This design comes from an exercise in tuning for small area, a short achievable clock period and few clock cycles on the open sky130 flow, not from production work.
At most, simulation tests tie the RTL to the original design; equivalence was not proved.
Power figures rest on the tool's default switching activity, not on a simulated workload.

==> flow/design.v <==
package sme_pkg;
    typedef logic [7:0] char_t;
    localparam char_t char_any   = 8'h2E;  
    localparam char_t char_head  = 8'h5E;  
    localparam char_t char_tail  = 8'h24;  
    localparam char_t char_space = 8'h20;
    typedef enum logic [1:0] {
        st_idle = 2'd0,
        st_scan = 2'd1,
        st_done = 2'd2
    } engine_state_t;
endpackage
module sme #(
    parameter int max_string_len  = 32,
    parameter int max_pattern_len = 8
) (
    input  logic                                 clk,
    input  logic                                 reset,
    input  sme_pkg::char_t                       chardata,
    input  logic                                 isstring,
    input  logic                                 ispattern,
    output logic                                 valid,
    output logic                                 match,
    output logic [$clog2(max_string_len)-1:0]    match_index
);
    localparam int N     = max_string_len;
    localparam int P     = max_pattern_len;
    localparam int idx_w = $clog2(N);
    localparam int len_w = $clog2(N + 1);
    localparam int cnt_w = $clog2(P + 1);
    sme_pkg::char_t   mem [N];
    logic [len_w-1:0] str_len;
    logic             isstring_d;
    logic             s_first;   
    logic [N:0]   at_len;    
    logic [N-1:0] in_str;    
    logic [N-1:0] is_sp;     
    logic [N-1:0] eq;        
    logic [N-1:0] we;
    assign s_first = isstring && !isstring_d;
    always_comb begin
        for (int j = 0; j <= N; j++) at_len[j] = (str_len == len_w'(j));
        for (int j = 0; j < N; j++) begin
            in_str[j] = (str_len > len_w'(j));
            is_sp[j]  = (mem[j] == sme_pkg::char_space);
            eq[j]     = (mem[j] == chardata);
            we[j]     = at_len[j];
        end
        we[0] = at_len[0] || s_first;
    end
    always_ff @(posedge clk or posedge reset) begin
        if (reset) begin
            isstring_d <= 1'b0;
            str_len    <= '0;
        end else begin
            isstring_d <= isstring;
            if (isstring) begin
                if (!isstring_d) str_len <= len_w'(1);
                else if (str_len != len_w'(N)) str_len <= str_len + 1'b1;
            end
        end
    end
    always_ff @(posedge clk) begin
        for (int j = 0; j < N; j++) begin
            if (we[j]) mem[j] <= chardata;
        end
    end
    logic [N:0]       e_vec;
    logic [cnt_w-1:0] raw_cnt;    
    logic [cnt_w-1:0] core_cnt;   
    logic             head_pend;
    logic             last_tail;  
    logic             tail_found;
    logic [idx_w-1:0] tail_pos;   
    logic             over;       
    logic r_first, c_dot, c_head, c_tail, head_first;
    logic [N:0] pre, cur, step_ok, e_next, head_ok, tail_mask, tail_vec;
    logic [cnt_w-1:0] core_pre;
    assign r_first    = (raw_cnt == '0);
    assign c_dot      = (chardata == sme_pkg::char_any);
    assign c_head     = (chardata == sme_pkg::char_head);
    assign c_tail     = (chardata == sme_pkg::char_tail);
    assign head_first = r_first && c_head;
    assign core_pre   = r_first ? '0 : core_cnt;
    always_comb begin
        pre = e_vec | {(N+1){r_first}};
        head_ok[0] = 1'b1;
        for (int j = 1; j <= N; j++) head_ok[j] = in_str[j-1] && is_sp[j-1];
        cur = pre & ((head_pend && !r_first) ? head_ok : '1);
        for (int j = 0; j < N; j++) begin
            step_ok[j]   = cur[j] && in_str[j];
            tail_mask[j] = at_len[j] || (in_str[j] && is_sp[j]);
        end
        step_ok[N]   = 1'b0;
        tail_mask[N] = at_len[N];
        e_next[0] = 1'b0;
        for (int j = 1; j <= N; j++) e_next[j] = step_ok[j-1] && (c_dot || eq[j-1]);
        tail_vec = cur & tail_mask;
    end
    function automatic logic [idx_w-1:0] first_set(input logic [N+1:0] v);
        first_set = '0;
        for (int j = N + 1; j >= 0; j--) begin
            if (v[j]) first_set = idx_w'(j);
        end
    endfunction
    always_ff @(posedge clk) begin
        if (!ispattern) begin
            raw_cnt <= '0;
        end else if (raw_cnt != cnt_w'(P)) begin
            raw_cnt <= raw_cnt + 1'b1;
        end
        over <= ispattern && (raw_cnt == cnt_w'(P));
    end
    always_ff @(posedge clk) begin
        e_vec      <= e_next | {(N+1){head_first}};
        core_cnt   <= core_pre + cnt_w'(!head_first);
        head_pend  <= head_first;
        last_tail  <= c_tail;
        tail_found <= |tail_vec;
        tail_pos   <= first_set({tail_vec, 1'b0});
    end
    logic             res_found;
    logic [idx_w-1:0] res_pos;
    assign res_found = last_tail ? tail_found : (head_pend || (|e_vec));
    assign res_pos   = last_tail ? tail_pos : (head_pend ? '0 : first_set({1'b0, e_vec}));
    always_ff @(posedge clk or posedge reset) begin
        if (reset) begin
            valid <= 1'b0;
        end else begin
            valid <= !ispattern && (raw_cnt != '0);
        end
    end
    always_ff @(posedge clk) begin
        if (!over) begin
            match       <= res_found;
            match_index <= res_found ? res_pos - idx_w'(core_cnt) : '0;
        end
    end
endmodule
clock: 10.0 ns
lec_check: 0
cap_margin: 20
core_margin: 2
core_utilization: 55
cts_buf_list: sky130_fd_sc_hd__clkbuf_4 sky130_fd_sc_hd__clkbuf_8
cts_cluster_diameter: 60
cts_cluster_size: 16
slew_margin: 20
standard.sh (not shown) runs the stock make flow with config.mk's settings and CLKGATE_MAP_FILE= SYNTH_SCRIPT=/design/flow/synth_recipe.tcl, a recipe that flattens the netlist after the stock synthesis.
==> flow/flow/run.sh <==
#!/bin/bash
# Standard ORFS layout, with repair_timing aiming for extra setup slack.
set -euo pipefail
bash standard.sh SETUP_SLACK_MARGIN=7 finish > standard_flow.log 2>&1
The first run finished with timing, DRC and antenna clean.
Testbench counts at the start, summed over its fixed seeds: cycles 8,566.
Rerun with:
--- a/flow/design.v
+++ b/flow/design.v
@@ -96,13 +96,26 @@
         e_next[0] = 1'b0;
         for (int j = 1; j <= N; j++) e_next[j] = step_ok[j-1] && (c_dot || eq[j-1]);
         tail_vec = cur & tail_mask;
     end
-    function automatic logic [idx_w-1:0] first_set(input logic [N+1:0] v);
-        first_set = '0;
-        for (int j = N + 1; j >= 0; j--) begin
-            if (v[j]) first_set = idx_w'(j);
+    function automatic logic [idx_w-1:0] first_set(input logic [35:0] v);
+        logic [8:0] any;
+        logic [1:0] low [9];
+        logic [8:0] pick;
+        logic [8:0] seen;
+        logic [5:0] pos;
+        for (int g = 0; g < 9; g++) begin
+            any[g] = |v[4*g +: 4];
+            low[g] = v[4*g] ? 2'd0 : v[4*g+1] ? 2'd1 : v[4*g+2] ? 2'd2 : 2'd3;
         end
+        seen[0] = 1'b0;
+        for (int g = 1; g < 9; g++) seen[g] = seen[g-1] | any[g-1];
+        pick = any & ~seen;
+        pos = '0;
+        for (int g = 0; g < 9; g++) begin
+            pos = pos | ({6{pick[g]}} & {4'(g), low[g]});
+        end
+        first_set = pos[idx_w-1:0];
     endfunction
     always_ff @(posedge clk) begin
         if (!ispattern) begin
             raw_cnt <= '0;
@@ -116,14 +129,14 @@
         core_cnt   <= core_pre + cnt_w'(!head_first);
         head_pend  <= head_first;
         last_tail  <= c_tail;
         tail_found <= |tail_vec;
-        tail_pos   <= first_set({tail_vec, 1'b0});
+        tail_pos   <= first_set({2'b00, tail_vec, 1'b0});
     end
     logic             res_found;
     logic [idx_w-1:0] res_pos;
     assign res_found = last_tail ? tail_found : (head_pend || (|e_vec));
-    assign res_pos   = last_tail ? tail_pos : (head_pend ? '0 : first_set({1'b0, e_vec}));
+    assign res_pos   = last_tail ? tail_pos : (head_pend ? '0 : first_set({3'b000, e_vec}));
     always_ff @(posedge clk or posedge reset) begin
         if (reset) begin
             valid <= 1'b0;
         end else begin
After rerunning:
- power is higher by 7.1%
- cell area came out higher by 3.7%
- area after synthesis came out lower by 0.74%
- worst hold slack degrades by 0.024 ns
- critical path depth does not change
- die area fell by 0.72%
- combinational power is higher by 49%
- core utilization grows by 2.7 points
- via count came out higher by 3.9%
- clock-buffer cell count falls by 6
- non-clock buffer count climbs by 41
Function not checked in the second run of this note: the RTL went through the layout flow alone.

========
Starts from the design.v that is shown in full above.
clock: 10.0 ns
lec_check: 0
cap_margin: 20
core_margin: 2
core_utilization: 55
cts_buf_list: sky130_fd_sc_hd__clkbuf_4 sky130_fd_sc_hd__clkbuf_8
cts_cluster_diameter: 60
cts_cluster_size: 16
slew_margin: 20
==> flow/flow/run.sh <==
#!/bin/bash
# Standard ORFS layout, with repair_timing aiming for extra setup slack.
set -euo pipefail
bash standard.sh SETUP_SLACK_MARGIN=6.85 finish > standard_flow.log 2>&1
Testbench counts at the start, summed over its fixed seeds: cycles 8,566.
Then changed:
--- a/flow/design.v
+++ b/flow/design.v
@@ -66,23 +66,23 @@
         end
     end
     logic [N:0]       e_vec;
     logic [cnt_w-1:0] raw_cnt;    
-    logic [cnt_w-1:0] core_cnt;   
+    logic             had_head;   
     logic             head_pend;
     logic             last_tail;  
     logic             tail_found;
     logic [idx_w-1:0] tail_pos;   
     logic             over;       
     logic r_first, c_dot, c_head, c_tail, head_first;
     logic [N:0] pre, cur, step_ok, e_next, head_ok, tail_mask, tail_vec;
-    logic [cnt_w-1:0] core_pre;
+    logic [cnt_w-1:0] core_cnt;   
     assign r_first    = (raw_cnt == '0);
     assign c_dot      = (chardata == sme_pkg::char_any);
     assign c_head     = (chardata == sme_pkg::char_head);
     assign c_tail     = (chardata == sme_pkg::char_tail);
     assign head_first = r_first && c_head;
-    assign core_pre   = r_first ? '0 : core_cnt;
+    assign core_cnt   = raw_cnt - cnt_w'(had_head);
     always_comb begin
         pre = e_vec | {(N+1){r_first}};
         head_ok[0] = 1'b1;
         for (int j = 1; j <= N; j++) head_ok[j] = in_str[j-1] && is_sp[j-1];
@@ -112,9 +112,9 @@
         over <= ispattern && (raw_cnt == cnt_w'(P));
     end
     always_ff @(posedge clk) begin
         e_vec      <= e_next | {(N+1){head_first}};
-        core_cnt   <= core_pre + cnt_w'(!head_first);
+        had_head   <= r_first ? head_first : had_head;
         head_pend  <= head_first;
         last_tail  <= c_tail;
         tail_found <= |tail_vec;
         tail_pos   <= first_set({tail_vec, 1'b0});
After rerunning: Maximum frequency went down by 4.8%. Non-clock buffer count went down by 8. Design area went down by 3.5%. Worst setup slack degrades by 160 ps. Synthesized area went down by 2.2%. Combinational power went down by 7.7%. Register-to-register slack degrades by 190 ps.
Only the layout flow was run in the second run of this note; the RTL was not checked for function there.

========
Starts from the design.v that is shown in full above.
Settings: LEC_CHECK=0, CAP_MARGIN=20, CORE_MARGIN=2, CORE_UTILIZATION=55, CTS_BUF_LIST=sky130_fd_sc_hd__clkbuf_4 sky130_fd_sc_hd__clkbuf_8, CTS_CLUSTER_DIAMETER=60, CTS_CLUSTER_SIZE=16, SLEW_MARGIN=20; clock period 10.0 ns.
==> flow/flow/run.sh <==
#!/bin/bash
# Standard ORFS layout, with repair_timing aiming for extra setup slack.
set -euo pipefail
bash standard.sh SETUP_SLACK_MARGIN=6.7 finish > standard_flow.log 2>&1
Testbench counts at the start, summed over its fixed seeds: cycles 8,566.
Then changed:
--- a/flow/design.v
+++ b/flow/design.v
@@ -64,29 +64,29 @@
         for (int j = 0; j < N; j++) begin
             if (we[j]) mem[j] <= chardata;
         end
     end
     logic [N:0]       e_vec;
     logic [cnt_w-1:0] raw_cnt;    
-    logic [cnt_w-1:0] core_cnt;   
+    logic             had_head;   
     logic             head_pend;
     logic             last_tail;  
     logic             tail_found;
     logic [idx_w-1:0] tail_pos;   
     logic             over;       
     logic r_first, c_dot, c_head, c_tail, head_first;
     logic [N:0] pre, cur, step_ok, e_next, head_ok, tail_mask, tail_vec;
-    logic [cnt_w-1:0] core_pre;
+    logic [cnt_w-1:0] core_cnt;   
     assign r_first    = (raw_cnt == '0);
     assign c_dot      = (chardata == sme_pkg::char_any);
     assign c_head     = (chardata == sme_pkg::char_head);
     assign c_tail     = (chardata == sme_pkg::char_tail);
     assign head_first = r_first && c_head;
-    assign core_pre   = r_first ? '0 : core_cnt;
+    assign core_cnt   = raw_cnt - cnt_w'(had_head);
     always_comb begin
-        pre = e_vec | {(N+1){r_first}};
+        pre = e_vec | {(N+1){r_first || head_pend}};
         head_ok[0] = 1'b1;
         for (int j = 1; j <= N; j++) head_ok[j] = in_str[j-1] && is_sp[j-1];
         cur = pre & ((head_pend && !r_first) ? head_ok : '1);
         for (int j = 0; j < N; j++) begin
             step_ok[j]   = cur[j] && in_str[j];
             tail_mask[j] = at_len[j] || (in_str[j] && is_sp[j]);
@@ -109,14 +109,14 @@
         end else if (raw_cnt != cnt_w'(P)) begin
             raw_cnt <= raw_cnt + 1'b1;
         end
         over <= ispattern && (raw_cnt == cnt_w'(P));
     end
     always_ff @(posedge clk) begin
-        e_vec      <= e_next | {(N+1){head_first}};
-        core_cnt   <= core_pre + cnt_w'(!head_first);
+        e_vec      <= e_next;
+        had_head   <= r_first ? head_first : had_head;
         head_pend  <= head_first;
         last_tail  <= c_tail;
         tail_found <= |tail_vec;
         tail_pos   <= first_set({tail_vec, 1'b0});
     end
     logic             res_found;
Outcome: The changed run completed with no timing, DRC or antenna violations; core utilization goes down by 0.49 points; power decreases slightly; setup slack barely changes; fmax barely changes; wire length drops slightly; sequential power is about the same; cell count shrinks by a few percent; non-clock buffer count decreases by 3; design area decreases slightly; global-route usage is about the same; die area falls slightly; clock-buffer cell count is lower by 4; via count falls slightly.
Testbench counts after the change, summed over its fixed seeds: cycles 8,566.

========
Setup of v30:
Another version of the RTL of sme (not shown whole).
Size in the first run: roughly 320 flip-flops, roughly 16000 um^2 of cells after synthesis.
==> module sme, before the edit <==
module sme #(
    parameter int max_string_len  = 32,
    parameter int max_pattern_len = 8
) (
    input  logic                                 clk,
    input  logic                                 reset,
    input  sme_pkg::char_t                       chardata,
    input  logic                                 isstring,
    input  logic                                 ispattern,
    output logic                                 valid,
    output logic                                 match,
    output logic [$clog2(max_string_len)-1:0]    match_index
);
    localparam int N     = max_string_len;
    localparam int P     = max_pattern_len;
    localparam int idx_w = $clog2(N);
    localparam int len_w = $clog2(N + 1);
    localparam int cnt_w = $clog2(P + 1);
    sme_pkg::char_t   mem [N];
    logic [len_w-1:0] str_len;
    logic             isstring_d;
    logic [N:0]   at_len;    
    logic [N-1:0] in_str;    
    logic [N-1:0] is_sp;     
    logic [N-1:0] eq;        
    logic [N-1:0] we_sel;    
    logic [N-1:0] we;
    always_comb begin
        for (int j = 0; j <= N; j++) at_len[j] = (str_len == len_w'(j));
        for (int j = 0; j < N; j++) begin
            in_str[j] = (str_len > len_w'(j));
            is_sp[j]  = (mem[j] == sme_pkg::char_space);
            eq[j]     = (mem[j] == chardata);
            we_sel[j] = isstring_d ? at_len[j] : (j == 0);
            we[j]     = isstring && we_sel[j];
        end
    end
    always_ff @(posedge clk or posedge reset) begin
        if (reset) begin
            isstring_d <= 1'b0;
            str_len    <= '0;
        end else begin
            isstring_d <= isstring;
            if (isstring) begin
                if (!isstring_d) str_len <= len_w'(1);
                else if (str_len != len_w'(N)) str_len <= str_len + 1'b1;
            end
        end
    end
    always_ff @(posedge clk) begin
        for (int j = 0; j < N; j++) begin
            if (we[j]) mem[j] <= chardata;
        end
    end
    logic [N:0]       e_vec;
    logic [cnt_w-1:0] raw_cnt;    
    logic [cnt_w-1:0] core_cnt;   
    logic             head_pend;
    logic             last_tail;  
    logic             tail_found;
    logic [idx_w-1:0] tail_pos;   
    logic p_first, p_keep, c_dot, c_head, c_tail;
    logic [N:0] cur, step_ok, e_next, head_ok, tail_mask, tail_vec;
    assign p_first = ispattern && (raw_cnt == '0);
    assign p_keep  = ispattern && (raw_cnt != cnt_w'(P));
    assign c_dot   = (chardata == sme_pkg::char_any);
    assign c_head  = (chardata == sme_pkg::char_head);
    assign c_tail  = (chardata == sme_pkg::char_tail);
    always_comb begin
        head_ok[0] = 1'b1;
        for (int j = 1; j <= N; j++) head_ok[j] = in_str[j-1] && is_sp[j-1];
        cur = e_vec & (head_pend ? head_ok : '1);
        for (int j = 0; j < N; j++) begin
            step_ok[j]   = cur[j] && in_str[j];
            tail_mask[j] = at_len[j] || (in_str[j] && is_sp[j]);
        end
        step_ok[N]   = 1'b0;
        tail_mask[N] = at_len[N];
        e_next[0] = 1'b0;
        for (int j = 1; j <= N; j++) e_next[j] = step_ok[j-1] && (c_dot || eq[j-1]);
        tail_vec = cur & tail_mask;
    end
    function automatic logic [idx_w-1:0] first_set(input logic [N+1:0] v);
        first_set = '0;
        for (int j = N + 1; j >= 0; j--) begin
            if (v[j]) first_set = idx_w'(j);
        end
    endfunction
    logic over;   
    always_ff @(posedge clk) begin
        if (!ispattern) begin
            raw_cnt <= '0;
        end else if (p_keep) begin
            raw_cnt <= raw_cnt + 1'b1;
        end
    end
    logic head_first;
    assign head_first = p_first && c_head;
    always_ff @(posedge clk) begin
        if (!ispattern) begin
            e_vec     <= '1;
            core_cnt  <= '0;
            head_pend <= 1'b0;
            over      <= 1'b0;
        end else begin
            e_vec     <= e_next | {(N+1){head_first}};
            core_cnt  <= core_cnt + cnt_w'(!head_first);
            head_pend <= head_first;
            over      <= !p_keep;
        end
        last_tail  <= c_tail;
        tail_found <= |tail_vec;
        tail_pos   <= first_set({tail_vec, 1'b0});
    end
    logic             res_found;
    logic [idx_w-1:0] res_pos;
    assign res_found = last_tail ? tail_found : (head_pend || (|e_vec));
    assign res_pos   = last_tail ? tail_pos : (head_pend ? '0 : first_set({1'b0, e_vec}));
    always_ff @(posedge clk or posedge reset) begin
        if (reset) begin
            valid <= 1'b0;
        end else begin
            valid <= !ispattern && (raw_cnt != '0);
        end
    end
    always_ff @(posedge clk) begin
        if (!over) begin
            match       <= res_found;
            match_index <= res_found ? res_pos - idx_w'(core_cnt) : '0;
        end
    end
endmodule
clock: 10.0 ns
lec_check: 0
cap_margin: 20
core_margin: 2
core_utilization: 55
cts_buf_list: sky130_fd_sc_hd__clkbuf_4 sky130_fd_sc_hd__clkbuf_8
cts_cluster_diameter: 60
cts_cluster_size: 16
slew_margin: 20
==> flow/flow/run.sh <==
#!/bin/bash
# Standard ORFS layout, with repair_timing aiming for extra setup slack.
set -euo pipefail
bash standard.sh SETUP_SLACK_MARGIN=7 finish > standard_flow.log 2>&1
For v27, these inputs were changed with respect to v30:
--- a/flow/design.v
+++ b/flow/design.v
@@ -32,10 +32,11 @@
     logic [len_w-1:0] str_len;
     logic             isstring_d;
+    logic             s_first;   
     logic [N:0]   at_len;    
     logic [N-1:0] in_str;    
     logic [N-1:0] is_sp;     
     logic [N-1:0] eq;        
-    logic [N-1:0] we_sel;    
     logic [N-1:0] we;
+    assign s_first = isstring && !isstring_d;
     always_comb begin
         for (int j = 0; j <= N; j++) at_len[j] = (str_len == len_w'(j));
@@ -44,7 +45,7 @@
             is_sp[j]  = (mem[j] == sme_pkg::char_space);
             eq[j]     = (mem[j] == chardata);
-            we_sel[j] = isstring_d ? at_len[j] : (j == 0);
-            we[j]     = isstring && we_sel[j];
+            we[j]     = at_len[j];
         end
+        we[0] = at_len[0] || s_first;
     end
     always_ff @(posedge clk or posedge reset) begin
@@ -67,20 +68,24 @@
     logic [N:0]       e_vec;
     logic [cnt_w-1:0] raw_cnt;    
-    logic [cnt_w-1:0] core_cnt;   
+    logic             had_head;   
     logic             head_pend;
     logic             last_tail;  
     logic             tail_found;
     logic [idx_w-1:0] tail_pos;   
-    logic p_first, p_keep, c_dot, c_head, c_tail;
-    logic [N:0] cur, step_ok, e_next, head_ok, tail_mask, tail_vec;
-    assign p_first = ispattern && (raw_cnt == '0);
-    assign p_keep  = ispattern && (raw_cnt != cnt_w'(P));
-    assign c_dot   = (chardata == sme_pkg::char_any);
-    assign c_head  = (chardata == sme_pkg::char_head);
-    assign c_tail  = (chardata == sme_pkg::char_tail);
+    logic             over;       
+    logic r_first, c_dot, c_head, c_tail, head_first;
+    logic [N:0] pre, cur, step_ok, e_next, head_ok, tail_mask, tail_vec;
+    logic [cnt_w-1:0] core_cnt;   
+    assign r_first    = (raw_cnt == '0);
+    assign c_dot      = (chardata == sme_pkg::char_any);
+    assign c_head     = (chardata == sme_pkg::char_head);
+    assign c_tail     = (chardata == sme_pkg::char_tail);
+    assign head_first = r_first && c_head;
+    assign core_cnt   = raw_cnt - cnt_w'(had_head);
     always_comb begin
+        pre = e_vec | {(N+1){r_first}};
         head_ok[0] = 1'b1;
         for (int j = 1; j <= N; j++) head_ok[j] = in_str[j-1] && is_sp[j-1];
-        cur = e_vec & (head_pend ? head_ok : '1);
+        cur = pre & ((head_pend && !r_first) ? head_ok : '1);
         for (int j = 0; j < N; j++) begin
             step_ok[j]   = cur[j] && in_str[j];
@@ -99,26 +104,16 @@
         end
     endfunction
-    logic over;   
     always_ff @(posedge clk) begin
         if (!ispattern) begin
             raw_cnt <= '0;
-        end else if (p_keep) begin
+        end else if (raw_cnt != cnt_w'(P)) begin
             raw_cnt <= raw_cnt + 1'b1;
         end
+        over <= ispattern && (raw_cnt == cnt_w'(P));
     end
-    logic head_first;
-    assign head_first = p_first && c_head;
     always_ff @(posedge clk) begin
-        if (!ispattern) begin
-            e_vec     <= '1;
-            core_cnt  <= '0;
-            head_pend <= 1'b0;
-            over      <= 1'b0;
-        end else begin
-            e_vec     <= e_next | {(N+1){head_first}};
-            core_cnt  <= core_cnt + cnt_w'(!head_first);
-            head_pend <= head_first;
-            over      <= !p_keep;
-        end
+        e_vec      <= e_next | {(N+1){head_first}};
+        had_head   <= r_first ? head_first : had_head;
+        head_pend  <= head_first;
         last_tail  <= c_tail;
         tail_found <= |tail_vec;
[summary]
- v27 reached the end of the flow, and the finished layout is clean on the timing, design-rule and antenna checks.
- met2 capacity usage during global routing ends up higher on v30.
- Summary of the comparison: combinational fraction of design power is lower in v27, relative to v30.
- Total power after layout sits higher in v27 than in v30.
- Summary of v27 over v30: met1 routing resource usage after global routing up 0.90 points, wire length of the first global-routing pass dropped about 0.9%.
No run of this note included a check of the RTL's function; only the layout flow was run.

[what the ideal ports hide]
The results above use ideal ports. As a check the final layouts listed here were re-extracted and re-timed, cells and wires unchanged. Step 1 assumes that a clkbuf_16 drives the clock port and a buf_2 every other input. Step 2 adds t to the input delays and takes it off the output delays; t is the mean of the earliest and latest rising clock arrival at the registers after step 1. Input paths then give back, and output paths get back, about the clock's delay inside the block. Slacks: no drivers / after step 1 / after step 2; pairs: no drivers / after step 1.
run | t (ns) | slack for setup (ns) | worst setup path after step 2 | worst slew at a driven data input, ns
the first run of note 1 | 0.661 | 6.805 / 6.798 / 6.296 | input to register | 0.22
the second run of note 1 | 0.663 | 6.846 / 6.821 / 6.188 | input to register | 0.22
the first run of note 2 | 0.669 | 6.873 / 6.823 / 6.258 | input to register | 0.07
the second run of note 2 | 0.647 | 6.717 / 6.717 / 6.267 | input to register | 0.12
the first run of note 3 | 0.653 | 6.746 / 6.700 / 6.132 | input to register | 0.04
the second run of note 3 | 0.666 | 6.745 / 6.696 / 6.165 | input to register | 0.04
v30 | 0.657 | 6.866 / 6.819 / 6.279 | input to register | 0.19
v27 | 0.649 | 6.807 / 6.807 / 6.226 | input to register | 0.17
After both steps setup and hold are still met in every run listed. The setup slack of the second run of note 1, which loses most, moves by -0.025 ns with the drivers and by -0.658 ns with both steps.
